From an optimization exercise on the open Yosys and OpenROAD flow, aimed at small area, a short achievable clock period and few clock cycles per item; shortcuts taken in it are not production practice.
At most, simulation tests tie the RTL to the original design; equivalence was not proved.
Power and IR drop assume default switching activity.

==> flow/design.v (excerpt) <==
module signed_int32_divider (
    input  logic        i_clk,
    input  logic        i_rst_n,
    input  logic        i_req_valid,
    output logic        o_req_ready,
    input  logic [31:0] i_req_numerator,
    input  logic [31:0] i_req_denominator,
    output logic        o_rsp_valid,
    input  logic        i_rsp_ready,
    output logic [31:0] o_rsp_quotient,
    output logic [1:0]  o_rsp_status
);
==> flow/config.mk <==
export PLATFORM = sky130hd
export DESIGN_NAME = signed_int32_divider
export DESIGN_NICKNAME = signed_int32_divider
export VERILOG_FILES = /design/flow/design.v
export SDC_FILE = /design/flow/constraint.sdc
export NUM_CORES = 4
export LEC_CHECK = 0
export ABC_AREA = 1
export CAP_MARGIN = 20
export CORE_MARGIN = 2
export CORE_UTILIZATION = 60
export CTS_CLUSTER_DIAMETER = 80
export CTS_CLUSTER_SIZE = 30
export SETUP_SLACK_MARGIN = 1.8
export SLEW_MARGIN = 20
==> flow/constraint.sdc <==
create_clock -name core_clock -period 4.4 [get_ports {i_clk}]
set_input_delay 0.8800 -clock core_clock [delete_from_list [all_inputs] [get_ports {i_clk}]]
set_output_delay 0.8800 -clock core_clock [all_outputs]
set_load 0.01 [all_outputs]
run.sh (not shown) runs the stock make flow with config.mk's settings and CLKGATE_MAP_FILE= SYNTH_SCRIPT=/design/flow/synth_recipe.tcl, a recipe that flattens the netlist after the stock synthesis.
The first run finished with max-capacitance violations, max-slew violations left.
Testbench counts at the start, summed over its fixed seeds: cycles 9,872, items 9,600.
Edit:
Settings changed: CTS_CLUSTER_DIAMETER 80 to not set, CTS_CLUSTER_SIZE 30 to not set.
Outcome:
- This time the run ran to the end with no violations
- core utilization is higher by 3.3 points
- die area is unchanged
- register-to-register slack improved by 0.07 ns
- hold slack got worse by 0.055 ns
- routed wire length is higher by a few percent
- total power is higher by about a fifth
- cell count is higher by a few percent
Edit:
Settings changed: CTS_CLUSTER_DIAMETER set to 60, CTS_CLUSTER_SIZE set to 20.
Effect: The changed run completed with no timing, DRC or antenna violations. Setup slack loses 0.014 ns. First-iteration DRC count went up by 3.3%. Final area falls by 3.0%. Sequential power hardly moves. Wire length drops by 4.3%. Critical path depth climbs by 5. Core utilization goes down by 2.0 points. Global-route usage shrinks by 1.2 points.
Edit:
Settings changed: CTS_CLUSTER_DIAMETER 60 to not set, CTS_CLUSTER_SIZE 20 to not set, SETUP_SLACK_MARGIN 1.8 to 2.2.
Die area is unchanged.
Via count increases by a few percent.
Clock-buffer cell count increases by 181.
Non-clock buffer count increases by 95.
Clock power increases by well over a third.
Synthesized cell count does not change.
Final area increases by a little under a tenth.
Worst setup slack loses 0.020 ns.

========
wip/tundra:
Starting RTL as in the previous note.
Settings: LEC_CHECK=0, ABC_AREA=1, CAP_MARGIN=30, CORE_MARGIN=2, CORE_UTILIZATION=60, CTS_CLUSTER_DIAMETER=80, CTS_CLUSTER_SIZE=30, SETUP_SLACK_MARGIN=1.8, SLEW_MARGIN=30; clock period 4.4 ns.
Both conditions hold for wip/tundra: the flow ran to the end and the final layout passed the timing, DRC and antenna checks.
Testbench counts of wip/tundra, summed over its fixed seeds: cycles 9,872, items 9,600.
For wip/sierra, these inputs were changed with respect to wip/tundra:
==> flow/config.mk <==
export PLATFORM = sky130hd
export DESIGN_NAME = signed_int32_divider
export DESIGN_NICKNAME = signed_int32_divider
export VERILOG_FILES = /design/flow/design.v
export SDC_FILE = /design/flow/constraint.sdc
export NUM_CORES = 4
export LEC_CHECK = 0
export ABC_AREA = 1
export CAP_MARGIN = 20
export CORE_MARGIN = 2
export CORE_UTILIZATION = 60
export SETUP_SLACK_MARGIN = 1.5
export SLEW_MARGIN = 20
- Status | wip/sierra and wip/tundra | clean
- Delta (wip/sierra minus wip/tundra): fraction of area in multi-input gates has decreased; biggest fanout along the worst timing path has increased.
- Internal power consumption in wip/sierra is about 23% above wip/tundra.
- Taking wip/tundra as the reference point, the worst hold slack of wip/sierra falls by 0.055 ns.
- Diff wip/tundra -> wip/sierra: final standard cell utilization of the core has increased; clock transition at the registers of the reported paths has decreased; cell area has increased.
- Diff wip/tundra -> wip/sierra | via count | increase of 2,063
- wip/sierra vs. wip/tundra: total length of routed met3 wires saw an increase; fraction of power consumed by the clock network increased by 11 points relative to the old numbers.
#### Input delta (wip/harbor over wip/sierra)
-- flow/config.mk --
<<< wip/sierra, line 7
export LEC_CHECK = 0
export ABC_AREA = 1
export CAP_MARGIN = 20
export CORE_MARGIN = 2
export CORE_UTILIZATION = 60
export SETUP_SLACK_MARGIN = 1.5
export SLEW_MARGIN = 20
>>> wip/harbor, line 7
export LEC_CHECK = 0
export ABC_AREA = 1
export CAP_MARGIN = 30
export CORE_MARGIN = 2
export CORE_UTILIZATION = 55
export CTS_CLUSTER_DIAMETER = 80
export CTS_CLUSTER_SIZE = 30
export SETUP_SLACK_MARGIN = 1.8
export SLEW_MARGIN = 30
[summary]
A worst setup path endpoint of p27_r[22] is what wip/harbor shows, while p25_r[2] belongs to wip/sierra. Compared with wip/sierra, in wip/harbor routed wire length went down 12,000 um, area occupied by multi-input gates went up 0.99%, count of clock-net buffers in the final layout went down 62%, fraction of area in multi-input gates went up 1.5 points, post-place setup slack went down 0.072 ns. Final setup slack of the worst path: lower on wip/sierra. In the reports for wip/sierra and wip/harbor, the smaller vertical die dimension belongs to wip/sierra. wip/harbor: count of cells along the worst register-to-register path higher than wip/sierra. In the reports for wip/sierra and wip/harbor, the larger via count of the first global-routing pass belongs to wip/sierra.

========
## MS
signed_int32_divider, a different RTL version from the one above (not shown whole).
Size in the first run: ~7700 cells after synthesis, ~2600 flip-flops, roughly 100 I/O pins, roughly 0.11 mm^2 of cells after synthesis.
Design signed_int32_divider, start of the top module:
module signed_int32_divider (
    input  logic        i_clk,
    input  logic        i_rst_n,
    input  logic        i_req_valid,
    output logic        o_req_ready,
    input  logic [31:0] i_req_numerator,
    input  logic [31:0] i_req_denominator,
    output logic        o_rsp_valid,
    input  logic        i_rsp_ready,
    output logic [31:0] o_rsp_quotient,
    output logic [1:0]  o_rsp_status
);
    logic        r_en;       
    logic        r_ov;       
    logic        r_kv;       
    logic [31:0] r_oq;
    logic [1:0]  r_os;
    logic [31:0] r_kq;
    logic [1:0]  r_ks;
    assign o_req_ready = r_en;
    logic [31:0] s0_n;
    logic [31:0] s0_dm;
    logic        s0_neg;
    logic        s0_v;
    assign s0_n   = i_req_numerator[31] ? (~i_req_numerator + 32'd1) : i_req_numerator;
    assign s0_dm  = i_req_denominator[31] ? (~i_req_denominator + 32'd1) : i_req_denominator;
    assign s0_neg = i_req_numerator[31] ^ i_req_denominator[31];
    assign s0_v   = i_req_valid;
    logic [0:0] t0_sh;
    logic [1:0] t0_df;
    logic       t0_ge;
    logic [0:0] t0_r;
    logic [0:0] t0_q;
    assign t0_sh = s0_n[31];
    assign t0_df = {1'b0, t0_sh} - {1'b0, s0_dm[0:0]};
    assign t0_ge = ~t0_df[1] & ~|s0_dm[31:1];
    assign t0_r  = t0_ge ? t0_df[0:0] : t0_sh;
    assign t0_q  = t0_ge;
    logic        p1_v;
    logic [0:0] p1_r;
    logic [0:0] p1_q;
    logic [30:0] p1_n;
    logic [31:0] p1_dm;
    logic        p1_neg;
    always_ff @(posedge i_clk) begin
        if (!i_rst_n) p1_v <= 1'b0;
        else if (r_en) p1_v <= s0_v;
    end
    always_ff @(posedge i_clk) begin
        if (r_en) begin
  ...
clock: 4.4 ns
lec_check: 0
cap_margin: 20
core_margin: 2
core_utilization: 40
setup_slack_margin: 1.0
slew_margin: 20
Changes in JK relative to MS:
Settings: clearing SETUP_SLACK_MARGIN, which used to be 1.0.
Results
Per the final summary, JK finished and its layout is clean on timing, DRC and antenna.
On power: between JK and MS, it ends up lower for JK.
For the maximum cell stage delay along the critical path, JK came in 0.10 ns higher than MS did.
Reported for JK and MS, die area turned out identical to the last digit.
Of JK and MS, the run reporting the higher transition at the pin with the smallest max-transition slack was JK.
As far as met3 usage in global routing is concerned, JK and MS perform about the same.
JK ends up with a clock network fraction of total power that is 1.0 points higher than in MS.
Diff JK..MS | synthesized cell count | unchanged
Reported for JK and MS, final weighted congestion of routability-driven global placement turned out identical to the last digit.
~same highest ir drop seen on vdd in JK and MS
Function was not checked in any run of this note: the RTL went through the layout flow alone.

========
Another version of the RTL of signed_int32_divider (not shown whole).
Size: ~12000 cells after synthesis, about 2700 flip-flops, about 99000 um^2 of cells after synthesis.
export LEC_CHECK = 0
export ABC_AREA = 1
export CAP_MARGIN = 20
export CORE_MARGIN = 2
export CORE_UTILIZATION = 60
export SETUP_SLACK_MARGIN = 1.8
export SLEW_MARGIN = 20
create_clock -name core_clock -period 4.4 [get_ports {i_clk}]
standard.sh (not shown) runs the stock make flow with config.mk's settings and CLKGATE_MAP_FILE= SYNTH_SCRIPT=/design/flow/synth_recipe.tcl, a recipe that flattens the netlist after the stock synthesis.
==> flow/flow/run.sh <==
#!/bin/bash
# The standard layout, with the port buffers made of plain buffers
# (buffer_ports otherwise picks a delay cell, which slows the I/O paths).
set -euo pipefail
export BUFFER_PORTS_ARGS="-buffer_cell sky130_fd_sc_hd__buf_2"
bash standard.sh > flow.log 2>&1
Testbench counts at the start, summed over its fixed seeds: cycles 9,872, items 9,600.
Next try:
==> flow/run.sh (new file) <==
#!/bin/bash
# synth_recipe.tcl (not shown) runs the flow's synth.tcl, then flattens the netlist and writes it again
# the make line also repeats each setting of config.mk as NAME=value (left out here)
make -C /OpenROAD-flow-scripts/flow DESIGN_CONFIG=/design/flow/config.mk WORK_HOME=/design/flow/orfs CLKGATE_MAP_FILE= SYNTH_SCRIPT=/design/flow/synth_recipe.tcl finish
--- a/flow/config.mk
+++ b/flow/config.mk
@@ -10,4 +10,5 @@
 export CORE_MARGIN = 2
 export CORE_UTILIZATION = 60
-export SETUP_SLACK_MARGIN = 1.8
+export CTS_BUF_LIST = sky130_fd_sc_hd__clkbuf_8
+export SETUP_SLACK_MARGIN = 2.2
 export SLEW_MARGIN = 20
removed: flow/flow/run.sh
removed: flow/standard.sh
After rerunning:
- clock skew climbs by 0.024 ns
- core utilization went up by 3.3 points
- worst hold slack gains 0.078 ns
- global-route usage rose by 0.56 points
Next try:
--- a/flow/config.mk
+++ b/flow/config.mk
@@ -10,5 +10,4 @@
 export CORE_MARGIN = 2
 export CORE_UTILIZATION = 60
-export CTS_BUF_LIST = sky130_fd_sc_hd__clkbuf_8
-export SETUP_SLACK_MARGIN = 2.2
+export SETUP_SLACK_MARGIN = 1.8
 export SLEW_MARGIN = 20
Routed wire length decreases by a few percent.
Setup slack is better by 0.14 ns.
Utilization decreases by 2.8 points.
Non-clock buffer count decreases by 142.
Power increases by a few percent.
Final cell count decreases by a few percent.
Die area does not change.

## separate check: timing with driven ports
In the flow no input, the clock included, has a driving cell. The finished layouts below were timed again as built, in two steps. Step 1 assumes that a clkbuf_16 drives the clock port and a buf_2 every other input. Step 2, shift: input delay + t, output delay - t, t = (earliest + latest rising clock arrival at the registers) / 2. This alone moves slack from input paths to output paths. Three values: no drivers, after step 1, after step 2; two values: the first two.
run | t (ns) | slack for setup (ns) | latest minus earliest clock arrival (ns) | slew at the worst register clock pin (ns)
the first run of note 1 | 0.873 | 1.795 / 1.785 / 1.396 | 0.076 / 0.076 | 0.12 / 0.12
the second run of note 1 | 0.985 | 1.835 / 1.751 / 1.336 | 0.099 / 0.098 | 0.07 / 0.07
the third run of note 1 | 0.941 | 1.821 / 1.784 / 1.386 | 0.078 / 0.078 | 0.09 / 0.09
the fourth run of note 1 | 0.983 | 1.801 / 1.717 / 1.386 | 0.094 / 0.094 | 0.07 / 0.07
wip/tundra | 0.889 | 1.820 / 1.737 / 1.393 | 0.038 / 0.038 | 0.11 / 0.11
wip/sierra | 0.984 | 1.571 / 1.555 / 1.362 | 0.098 / 0.098 | 0.07 / 0.07
wip/harbor | 0.912 | 1.877 / 1.814 / 1.408 | 0.051 / 0.051 | 0.12 / 0.12
MS | 0.918 | 0.384 / 0.441 / -0.477 | 0.048 / 0.048 | 0.07 / 0.07
JK | 0.911 | 0.160 / 0.183 / -0.683 | 0.054 / 0.054 | 0.07 / 0.07
the first run of note 4 | 0.987 | 1.814 / 1.725 / 1.646 | 0.088 / 0.088 | 0.07 / 0.07
the second run of note 4 | 1.106 | 1.705 / 1.625 / 1.268 | 0.127 / 0.127 | 0.08 / 0.08
the third run of note 4 | 0.982 | 1.843 / 1.753 / 1.273 | 0.106 / 0.106 | 0.07 / 0.07
With both steps, setup timing fails in MS and JK, where it was met with ideal ports. The setup slack of MS, which loses most, moves by +0.057 ns with the drivers and by -0.861 ns with both steps.
